Source: an optimization exercise on an open RTL-to-GDS flow (aim: small area, a short achievable clock period and few clock cycles per item). Production flows keep margins and buffers that such runs may drop. The RTL was checked by simulation tests, not by an equivalence proof against the original design. Power figures rest on the tool's default switching activity, not on a simulated workload.

File: design/flow/run.sh
#!/bin/bash
# synth_recipe.tcl (not shown) runs the flow's synth.tcl, then flattens the netlist and writes it again
# the make line also repeats each setting of config.mk as NAME=value (left out here)
make -C /OpenROAD-flow-scripts/flow DESIGN_CONFIG=/design/flow/config.mk WORK_HOME=/design/flow/orfs CLKGATE_MAP_FILE= SYNTH_SCRIPT=/design/flow/synth_recipe.tcl finish
File: design/flow/config.mk
export PLATFORM = sky130hd
export DESIGN_NAME = pitch_core
export DESIGN_NICKNAME = pitch_core
export VERILOG_FILES = /design/flow/design.v
export SDC_FILE = /design/flow/constraint.sdc
export NUM_CORES = 4
export LEC_CHECK = 0
export CAP_MARGIN = 20
export CORE_MARGIN = 2
export CORE_UTILIZATION = 40
export SLEW_MARGIN = 20
File: design/flow/constraint.sdc
create_clock -name core_clock -period 10.0 [get_ports {i_clk}]
set_input_delay 2.0000 -clock core_clock [delete_from_list [all_inputs] [get_ports {i_clk}]]
set_output_delay 2.0000 -clock core_clock [all_outputs]
set_load 0.01 [all_outputs]
File: design/flow/design.v
package audio_pkg;
    typedef logic signed [15:0] sample_t;    
    typedef struct packed {
        sample_t left;                       
        sample_t right;
    } stereo_t;
    typedef logic [$clog2(16)-1:0] win_idx_t;
    typedef struct packed {
        logic first;                         
        logic last;                          
    } frame_tag_t;
    typedef struct packed {
        logic     slot;
        win_idx_t index;
        stereo_t  data;
    } buf_wr_t;
    localparam logic [16*16-1:0] hann_coef = {
        16'd1247,  16'd4799,  16'd10114, 16'd16384,
        16'd22654, 16'd27969, 16'd31522, 16'd32768,
        16'd31522, 16'd27969, 16'd22654, 16'd16384,
        16'd10114, 16'd4799,  16'd1247,  16'd0
    };
endpackage
package sdram_pkg;
    typedef logic [23-1:0] mem_addr_t;    
    typedef logic [31:0]              mem_data_t;    
    typedef struct packed {
        logic      read;
        logic      write;
        mem_addr_t addr;
        mem_data_t writedata;                        
    } mem_req_t;
endpackage
module frame_reader (
    input  logic       i_clk,
    input  logic       reset,
    input  logic       start,
    input  sdram_pkg::mem_addr_t  src_addr,
    input  logic [3:0] speed,
    output sdram_pkg::mem_req_t   mem_req,
    input  sdram_pkg::mem_data_t  mem_readdata,
    input  logic       finished,
    input  logic [1:0] slot_full,
    output logic       wr_en,
    output audio_pkg::buf_wr_t    buf_wr,
    output logic       fill_done,
    output audio_pkg::frame_tag_t fill_tag,
    output logic       empty_run
);
    typedef audio_pkg::stereo_t stereo_t;
    typedef audio_pkg::win_idx_t win_idx_t;
    typedef audio_pkg::frame_tag_t frame_tag_t;
    typedef audio_pkg::buf_wr_t buf_wr_t;
    typedef sdram_pkg::mem_addr_t mem_addr_t;
    typedef sdram_pkg::mem_data_t mem_data_t;
    typedef sdram_pkg::mem_req_t mem_req_t;
    localparam logic [16*16-1:0] hann_coef = audio_pkg::hann_coef;
    typedef enum logic [2:0] {S_IDLE, S_HDR, S_WAIT, S_READ, S_EMPTY} state_e;
    state_e             state;
    mem_addr_t          src_q;
    mem_addr_t          hop;             
    mem_addr_t          length;
    mem_addr_t          frame_off;       
    mem_addr_t          hdr_len;
    mem_addr_t          hop_next;
    win_idx_t           idx;
    logic               slot;
    logic               first_frame;
    logic               last_frame;
    logic [3:0]         speed_eff;
    logic [23:0]        frame_end;       
    stereo_t            word_in;
    stereo_t            word_win;
    logic signed [32:0] prod_l;
    logic signed [32:0] prod_r;
    always_comb begin
        speed_eff = (speed == 4'd0) ? 4'(1 << 3) : speed;   
        hop_next  = mem_addr_t'((8 * speed_eff) >> 3);
        hdr_len   = mem_readdata[31:9];
        frame_end  = {1'b0, frame_off} + {1'b0, hop} + 24'(16);
        last_frame = frame_end > {1'b0, length};
        word_in  = stereo_t'(mem_readdata);
        prod_l   = $signed(word_in.left) * $signed({1'b0, hann_coef[16*idx +: 16]});
        prod_r   = $signed(word_in.right) * $signed({1'b0, hann_coef[16*idx +: 16]});
        word_win.left  = prod_l[15 +: 16];    
        word_win.right = prod_r[15 +: 16];
    end
    always_ff @(posedge i_clk) begin
        if (reset) begin
            state     <= S_IDLE;
            mem_req   <= '0;
            wr_en     <= 1'b0;
            fill_done <= 1'b0;
            empty_run <= 1'b0;
            slot      <= 1'b0;
        end else begin
            wr_en     <= 1'b0;
            fill_done <= 1'b0;
            empty_run <= 1'b0;
            case (state)
                S_IDLE: begin
                    if (start && slot_full == 2'b00 && !fill_done) begin
                        src_q        <= src_addr;
                        hop          <= hop_next;
                        mem_req.read <= 1'b1;
                        mem_req.addr <= src_addr;    
                        slot         <= 1'b0;
                        first_frame  <= 1'b1;
                        frame_off    <= '0;
                        state        <= S_HDR;
                    end
                end
                S_HDR: begin
                    if (finished) begin
                        length       <= hdr_len;
                        mem_req.read <= 1'b0;
                        if (hdr_len < mem_addr_t'(16)) begin
                            empty_run <= 1'b1;       
                            state     <= S_EMPTY;
                        end else begin
                            state <= S_WAIT;
                        end
                    end
                end
                S_WAIT: begin
                    if (!slot_full[slot]) begin
                        mem_req.read <= 1'b1;
                        mem_req.addr <= src_q + frame_off + 1'b1;
                        idx          <= '0;
                        state        <= S_READ;
                    end
                end
                S_READ: begin
                    if (finished) begin
                        wr_en        <= 1'b1;
                        buf_wr.slot  <= slot;
                        buf_wr.index <= idx;
                        buf_wr.data  <= word_win;
                        mem_req.addr <= mem_req.addr + 1'b1;
                        idx          <= idx + 1'b1;
                        if (idx == win_idx_t'(16 - 1)) begin
                            mem_req.read   <= 1'b0;
                            fill_done      <= 1'b1;  
                            fill_tag.first <= first_frame;
                            fill_tag.last  <= last_frame;
                            first_frame    <= 1'b0;
                            slot           <= ~slot;
                            frame_off      <= frame_off + hop;
                            state          <= last_frame ? S_IDLE : S_WAIT;
                        end
                    end
                end
                S_EMPTY: begin
                    if (!empty_run) state <= S_IDLE;     
                end
                default: state <= S_IDLE;
            endcase
        end
    end
endmodule
module frame_buffer (
    input  logic       i_clk,
    input  logic       reset,
    input  logic       wr_en,
    input  audio_pkg::buf_wr_t    buf_wr,
    input  logic       fill_done,
    input  audio_pkg::frame_tag_t fill_tag,
    input  logic       slot_release,
    input  logic       rd_en,
    input  logic       rd_slot,
    input  audio_pkg::win_idx_t   rd_index,
    output audio_pkg::stereo_t    rd_data,
    output logic [1:0] slot_full,
    output audio_pkg::frame_tag_t slot_tag
);
    typedef audio_pkg::stereo_t stereo_t;
    typedef audio_pkg::win_idx_t win_idx_t;
    typedef audio_pkg::frame_tag_t frame_tag_t;
    typedef audio_pkg::buf_wr_t buf_wr_t;
    localparam int DEPTH = 2 * 16;
    logic [31:0] store [DEPTH];          
    logic [1:0] tags  [2];
    logic [1:0] set_mask;
    logic [1:0] clr_mask;
    always_ff @(posedge i_clk) begin
        if (wr_en) store[{buf_wr.slot, buf_wr.index}] <= buf_wr.data;
        if (rd_en) rd_data <= store[{rd_slot, rd_index}];    
        if (fill_done) tags[buf_wr.slot] <= fill_tag;
    end
    assign set_mask = fill_done ? (2'b01 << buf_wr.slot) : 2'b00;
    assign clr_mask = slot_release ? (2'b01 << rd_slot) : 2'b00;
    always_ff @(posedge i_clk) begin
        if (reset) begin
            slot_full <= 2'b00;
        end else begin
            slot_full <= (slot_full | set_mask) & ~clr_mask;
        end
    end
    assign slot_tag = tags[rd_slot];     
endmodule
module ola_writer (
    input  logic       i_clk,
    input  logic       reset,
    input  logic       start,
    input  sdram_pkg::mem_addr_t  dst_addr,
    input  logic [1:0] slot_full,
    input  audio_pkg::frame_tag_t slot_tag,
    input  audio_pkg::stereo_t    rd_data,
    input  logic       empty_run,
    input  logic       finished,
    output logic       rd_en,
    output logic       rd_slot,
    output audio_pkg::win_idx_t   rd_index,
    output logic       slot_release,
    output sdram_pkg::mem_req_t   mem_req,
    output logic       done
);
    typedef audio_pkg::stereo_t stereo_t;
    typedef audio_pkg::win_idx_t win_idx_t;
    typedef audio_pkg::frame_tag_t frame_tag_t;
    typedef sdram_pkg::mem_addr_t mem_addr_t;
    typedef sdram_pkg::mem_req_t mem_req_t;
    localparam int HOP_W = $clog2(8);
    typedef enum logic [2:0] {W_IDLE, W_WAIT, W_LOAD, W_SUM, W_MEM, W_COPY, W_REL} state_e;
    state_e           state;
    mem_addr_t        dst_q;
    mem_addr_t        out_off;           
    frame_tag_t       cur_tag;
    logic [31:0]      overlap [8];   
    stereo_t          sum;
    stereo_t          ov_word;           
    logic             cp_vld;            
    logic [HOP_W-1:0] cp_idx;
    always_comb begin
        sum     = rd_data;
        ov_word = overlap[rd_index[HOP_W-1:0]];
        if (!cur_tag.first) begin
            sum.left  = rd_data.left + ov_word.left;
            sum.right = rd_data.right + ov_word.right;
        end
    end
    always_ff @(posedge i_clk) begin
        if (cp_vld) overlap[cp_idx] <= rd_data;
    end
    always_ff @(posedge i_clk) begin
        if (reset) begin
            state        <= W_IDLE;
            mem_req      <= '0;
            rd_en        <= 1'b0;
            rd_slot      <= 1'b0;
            slot_release <= 1'b0;
            done         <= 1'b0;
            cp_vld       <= 1'b0;
        end else begin
            rd_en        <= 1'b0;
            slot_release <= 1'b0;
            done         <= 1'b0;
            cp_vld       <= rd_en & rd_index[HOP_W];     
            cp_idx       <= rd_index[HOP_W-1:0];
            case (state)
                W_IDLE: begin
                    if (start && !done) begin    
                        dst_q   <= dst_addr;
                        out_off <= '0;
                        rd_slot <= 1'b0;
                        state   <= W_WAIT;
                    end
                end
                W_WAIT: begin
                    if (empty_run) begin
                        done  <= 1'b1;
                        state <= W_IDLE;
                    end else if (slot_release) begin
                        rd_slot <= ~rd_slot;     
                    end else if (slot_full[rd_slot]) begin
                        cur_tag  <= slot_tag;
                        rd_en    <= 1'b1;
                        rd_index <= '0;
                        state    <= W_LOAD;
                    end
                end
                W_LOAD: state <= W_SUM;          
                W_SUM: begin
                    mem_req.write     <= 1'b1;
                    mem_req.addr      <= dst_q + out_off + mem_addr_t'(rd_index) + 1'b1;
                    mem_req.writedata <= sum;
                    state             <= W_MEM;
                end
                W_MEM: begin
                    if (finished) begin
                        mem_req.write <= 1'b0;
                        if (rd_index == win_idx_t'(8 - 1) && cur_tag.last) begin
                            done         <= 1'b1;
                            slot_release <= 1'b1;
                            state        <= W_IDLE;
                        end else begin
                            rd_en    <= 1'b1;
                            rd_index <= rd_index + 1'b1;
                            state <= (rd_index == win_idx_t'(8 - 1)) ?
                                     W_COPY : W_LOAD;
                        end
                    end
                end
                W_COPY: begin
                    if (rd_index == win_idx_t'(16 - 1)) begin
                        state <= W_REL;
                    end else begin
                        rd_en    <= 1'b1;        
                        rd_index <= rd_index + 1'b1;
                    end
                end
                W_REL: begin
                    slot_release <= 1'b1;        
                    out_off      <= out_off + mem_addr_t'(8);
                    state        <= W_WAIT;
                end
                default: state <= W_IDLE;
            endcase
        end
    end
endmodule
module sdram_arbiter (
    input  logic     i_clk,
    input  logic     reset,
    input  sdram_pkg::mem_req_t rd_req,
    input  sdram_pkg::mem_req_t wr_req,
    output logic     rd_finished,
    output logic     wr_finished,
    output sdram_pkg::mem_req_t mem_req,
    input  logic     finished
);
    typedef sdram_pkg::mem_req_t mem_req_t;
    typedef enum logic [1:0] {G_IDLE, G_RD, G_WR} grant_e;
    grant_e grant;
    logic   rd_want;
    logic   wr_want;
    assign rd_want = rd_req.read | rd_req.write;
    assign wr_want = wr_req.read | wr_req.write;
    always_ff @(posedge i_clk) begin
        if (reset) begin
            grant   <= G_IDLE;
            mem_req <= '0;
        end else begin
            case (grant)
                G_IDLE: begin
                    if (wr_want) begin           
                        grant   <= G_WR;
                        mem_req <= wr_req;
                    end else if (rd_want) begin
                        grant   <= G_RD;
                        mem_req <= rd_req;
                    end
                end
                default: begin
                    if (finished) begin
                        grant   <= G_IDLE;
                        mem_req <= '0;           
                    end
                end
            endcase
        end
    end
    assign rd_finished = finished & (grant == G_RD);
    assign wr_finished = finished & (grant == G_WR);
endmodule
module pitch_core (
    input  logic       i_clk,
    input  logic       reset,
    input  logic       start,
    input  sdram_pkg::mem_addr_t  src_addr,
    input  sdram_pkg::mem_addr_t  dst_addr,
    input  logic [3:0] speed,
    output logic       done,
    output sdram_pkg::mem_req_t   mem_req,
    input  sdram_pkg::mem_data_t  mem_readdata,
    input  logic       finished
);
    typedef audio_pkg::stereo_t stereo_t;
    typedef audio_pkg::win_idx_t win_idx_t;
    typedef audio_pkg::frame_tag_t frame_tag_t;
    typedef audio_pkg::buf_wr_t buf_wr_t;
    typedef sdram_pkg::mem_addr_t mem_addr_t;
    typedef sdram_pkg::mem_data_t mem_data_t;
    typedef sdram_pkg::mem_req_t mem_req_t;
    mem_req_t   rd_req;
    mem_req_t   wr_req;
    logic       rd_finished;
    logic       wr_finished;
    logic       wr_en;
    buf_wr_t    buf_wr;
    logic       fill_done;
    frame_tag_t fill_tag;
    logic       empty_run;
    logic [1:0] slot_full;
    frame_tag_t slot_tag;
    logic       slot_release;
    logic       rd_en;
    logic       rd_slot;
    win_idx_t   rd_index;
    stereo_t    rd_data;
    frame_reader i_frame_reader (
        .mem_req  (rd_req),
        .finished (rd_finished),
        .*
    );
    frame_buffer i_frame_buffer (.*);
    ola_writer i_ola_writer (
        .mem_req  (wr_req),
        .finished (wr_finished),
        .*
    );
    sdram_arbiter i_sdram_arbiter (.*);
endmodule
==> run summary <==
[power groups by stage]
stage,combinational (uW),clock (uW),sequential (uW)
floorplan,2850,0,7770
global placement,3920,0,7800
detailed placement,3940,0,7810
CTS,3980,6560,7660
global route,4460,6830,7660
finish,3940,6440,7660
[area by class of cell]
| type | instances | share of cell area [%] |
|---|---|---|
| repair buffers | 256 | 2.540 |
| flip-flops and latches | 1642 | 50.59 |
| inverters | 585 | 2.327 |
| clock buffers | 213 | 4.733 |
| well taps | 2788 | 3.696 |
| multi-input cells | 3065 | 34.79 |
| clock inverters | 97 | 1.311 |
| diodes | 5 | 0.01326 |
[per-stage QoR]
stage,std cells,setup slack (ns),utilization (%),instance area [um^2],power [uW]
detailed placement,8325,1.260,42.73,88490,11750
finish,8651,1.949,45.58,94380,18040
global placement,8324,1.336,42.72,88470,11720
CTS,8635,1.910,45.49,94190,18200
global route,8647,1.477,45.57,94370,18950
floorplan,5550,2.629,-,83400,10620
[critical path: cells and delay by family, from the launching register on]
kind / cells / cell delay [ns]
AOI/OAI and AO/OA: 8 / 1.96
xor gates and xnor gates: 3 / 0.79
adders and majority gates: 7 / 2.93
buffers and inverters: 3 / 0.14
DFF: 1 / 0.86
muxes: 1 / 0.84
and+or+nand+nor: 1 / 0.26
[registers in the layout (all words and copies together), names as in the netlist, 4 cells and up, named ones only]
name                      cells
i_frame_buffer.rd_data       32
i_frame_buffer.store       1024
i_frame_buffer.tags           4
i_frame_reader.buf_wr        37
i_frame_reader.frame_off     23
i_frame_reader.hop            4
i_frame_reader.idx            4
i_frame_reader.length        23
i_frame_reader.mem_req       24
i_frame_reader.src_q         23
i_ola_writer.dst_q           23
i_ola_writer.mem_req         56
i_ola_writer.out_off         20
i_ola_writer.overlap        256
i_ola_writer.rd_index         4
i_sdram_arbiter.mem_req      56
[cell usage in the layout (no fill, tap or decap), types with 152 or more instances in the layout]
cell type  netlist  routed
clkbuf_16        0     171
ha_1           355     355
nand2_1        350     349
edfxtp_1      1485    1485
inv_1          585     584
and2_1         178     177
fa_1           384     384
dfxtp_1        157     152
nor2_1         286     242
mux4_2         386     386
[routing by layer]
layer  GRT usage [%]  vias up  wire length [um]
met4           4.357        4              4149
met3           2.922      259             12740
met5               0        -                24
li1                -    20810                 -
met1           28.03    24610             91820
met2           32.14     1442             99210
[path summary, 6_finish.rpt]
| check | endpoint | cells after the start | from |
|---|---|---|---|
| max | i_frame_reader.buf_wr[25] | 23 | i_frame_reader.idx[2] |
| min | i_frame_reader.fill_tag[1] | 0 | i_frame_reader.first_frame |
| max reg2reg | i_frame_reader.buf_wr[25] | 23 | i_frame_reader.idx[2] |
| min reg2reg | i_frame_reader.fill_tag[1] | 0 | i_frame_reader.first_frame |
[cell families after synthesis]
logic type | Yosys count | synth area share (%)
compound gates | 575 | 4.695
xor+xnor | 148 | 1.577
fa+ha+maj | 739 | 14.54
buf+inv | 843 | 3.862
flops | 1642 | 57.24
mux | 474 | 11.59
simple gates | 1129 | 6.495
==> impl_results.md <==
* Cts hold-fix bufs at 0
* CP max-delay cell: edfxtp_1
* Critical path data required time at 10.54 ns
* Crit path max fanout at 32
* Routed WL per cell at 24.04 um
* Initial DRC Count at 4415
* Number of global-route vias before repair at 48040
* Clock root cell: clkbuf_16
* Vias at 47120
* CTS buffer count at 169
* Tightest Pin Transition at 1.093 ns
* Die area at 212200 um^2
* CP cell instances: xor2_4 -> mux2_2 -> nand2_1 -> xor2_1 -> ha_1 -> a21oi_1 -> fa_1 -> fa_1 -> fa_1 -> inv_1 -> fa_1 -> inv_1 -> fa_1 -> inv_1 -> ha_1 -> o21ai_0 -> o21ai_0 -> a21boi_0 -> a311oi_2 -> o21ai_2 -> o31ai_2 -> a21oi_1 -> xnor2_1
* Filler cell count at 18020
* Crit end category: register
* Hold crit path type: register to register
* Critical path class: register to register
* Post-synth EDFFs at 1485
* Max rail drop VDD at 0.1612 mV
* Number of routed nets with antenna violations at 0
* Tmin final at 8.051 ns
* Congestion Overflow GR at 0
* Internal power at 12930 uW
* CORE AREA at 207100 um^2
* FF+latch count, synth at 1642
* Fmax at 0.1242 GHz
* Slew Viols, Final at 0
* Crit path launch type: register
* Share of power burned in registers at 42.5%
* Clock power share at 35.7%
* Sw power at 5106 uW
* Seq/Total Area, Yosys at 57.24%
* Post-synth ARST share at 0%
* Data arrival, critical path at 8.59 ns
* TritonCTS Sinks at 1642
* Drt drc at 0
* R2R Setup Slk at 1.95 ns
* Yosys cell types at 90
* Largest net degree at the start of global routing at 98
* H-tree depth at 4
* Initial Utilization at 40.27%
* Die X at 460.6 um
* Mapped Area at 83390 um^2
* Crit share post-route at 80.51%
* Syn. warnings at 4
* Outcome: no timing/DRC/antenna violations
* Yosys top cell area share at 53.47%
* Sequential Area at 47740 um^2
* Port Buffers at 143
* First-pass GRT wire length at 312700 um
* Clk Latency, worst-skew pair at 0.83 ns
* Dominant synthesized flop cell: edfxtp_1
* Vias/cell at 5.447
* Routability congestion estimate at 0.8437
* Syn_area_per_cell at 15.03 um^2
* Clock Tree Buf Depth at 3
* Top cells by area, synth: edfxtp_1 53%, mux4_2 10%, fa_1 9.2%
* Hpwl dp at 129800 um
* DRT Pass-1 Iters at 9
* Row Count at 167
* Crit path top cell by count: fa_1
* Top-count cell post-synth: edfxtp_1
* Max-cap violation count at 0
* Comb pwr share at 21.9%
* Leading cell types by count after synthesis: 1485 x edfxtp_1, 585 x inv_1, 386 x mux4_2
* CTS tree: built
* Final hold viol count at 0
* Final setup vio count at 0
* Relative slew slack at 27.14%
* I/O pin count at 144
* Antenna violations before repair at 8
* Critical path's largest stage delay at 0.86 ns
* Post_cts resized at 0
* WHS at 0.4452 ns
* Net switching fraction of the power at 28.31%
* Die height at 460.6 um
* Cell accounting for the most synthesized area: edfxtp_1
* Syn Nets at 6375
* P per Cell Area at 191.1 nW/um^2
* Post-CTS Setup Bufs at 0
* Aggregate global-route resource usage at 19.73%
* Clk slew on worst S/H paths at 0.06 ns
* Final TNS setup at 0 ns
* P&R area growth vs syn at 13.17%
* Drt total wl at 207900 um
* Post-Syn Instances at 5550
* Area of the multi-input gates at 32840 um^2
* NumNets Final at 6544
* Leakage Power at 0.03408 uW
* Clock Skews at 0.05079 ns
* Unrepaired setup endpoints after global routing: no
* Layout cell share with drive strength beyond 1 at 15.50%
Testbench counts, summed over its fixed seeds: cycles 232,859, words 16,960.

## afterwards: timing with drivers on the ports
The flow's constraints put no driver on any port. The routed layout listed below was extracted and timed again, unchanged, in two steps. Step 1 sets driving cells, clkbuf_16 on the clock port and buf_2 on the other inputs (assumed; they add their load-dependent delay and slew). Step 2 moves the port delays by t, midway between the first and last clock arrival at a register: inputs arrive t later, outputs are due t later. That takes back most of the time a late clock gives input paths. a / b / c = ideal / step 1 / step 2; a / b = the first two.
shift t [ns]: 0.893
setup WS [ns]: 1.949 / 1.949 / 1.266
slew at the worst register clock pin (ns): 0.07 / 0.07
worst data-port slew with drivers (ns): 0.14
cell pins on the clock port's net: 1
After both steps this run still meets setup and hold. The setup slack of this run moves by 0.000 ns with the drivers and by -0.683 ns with both steps.
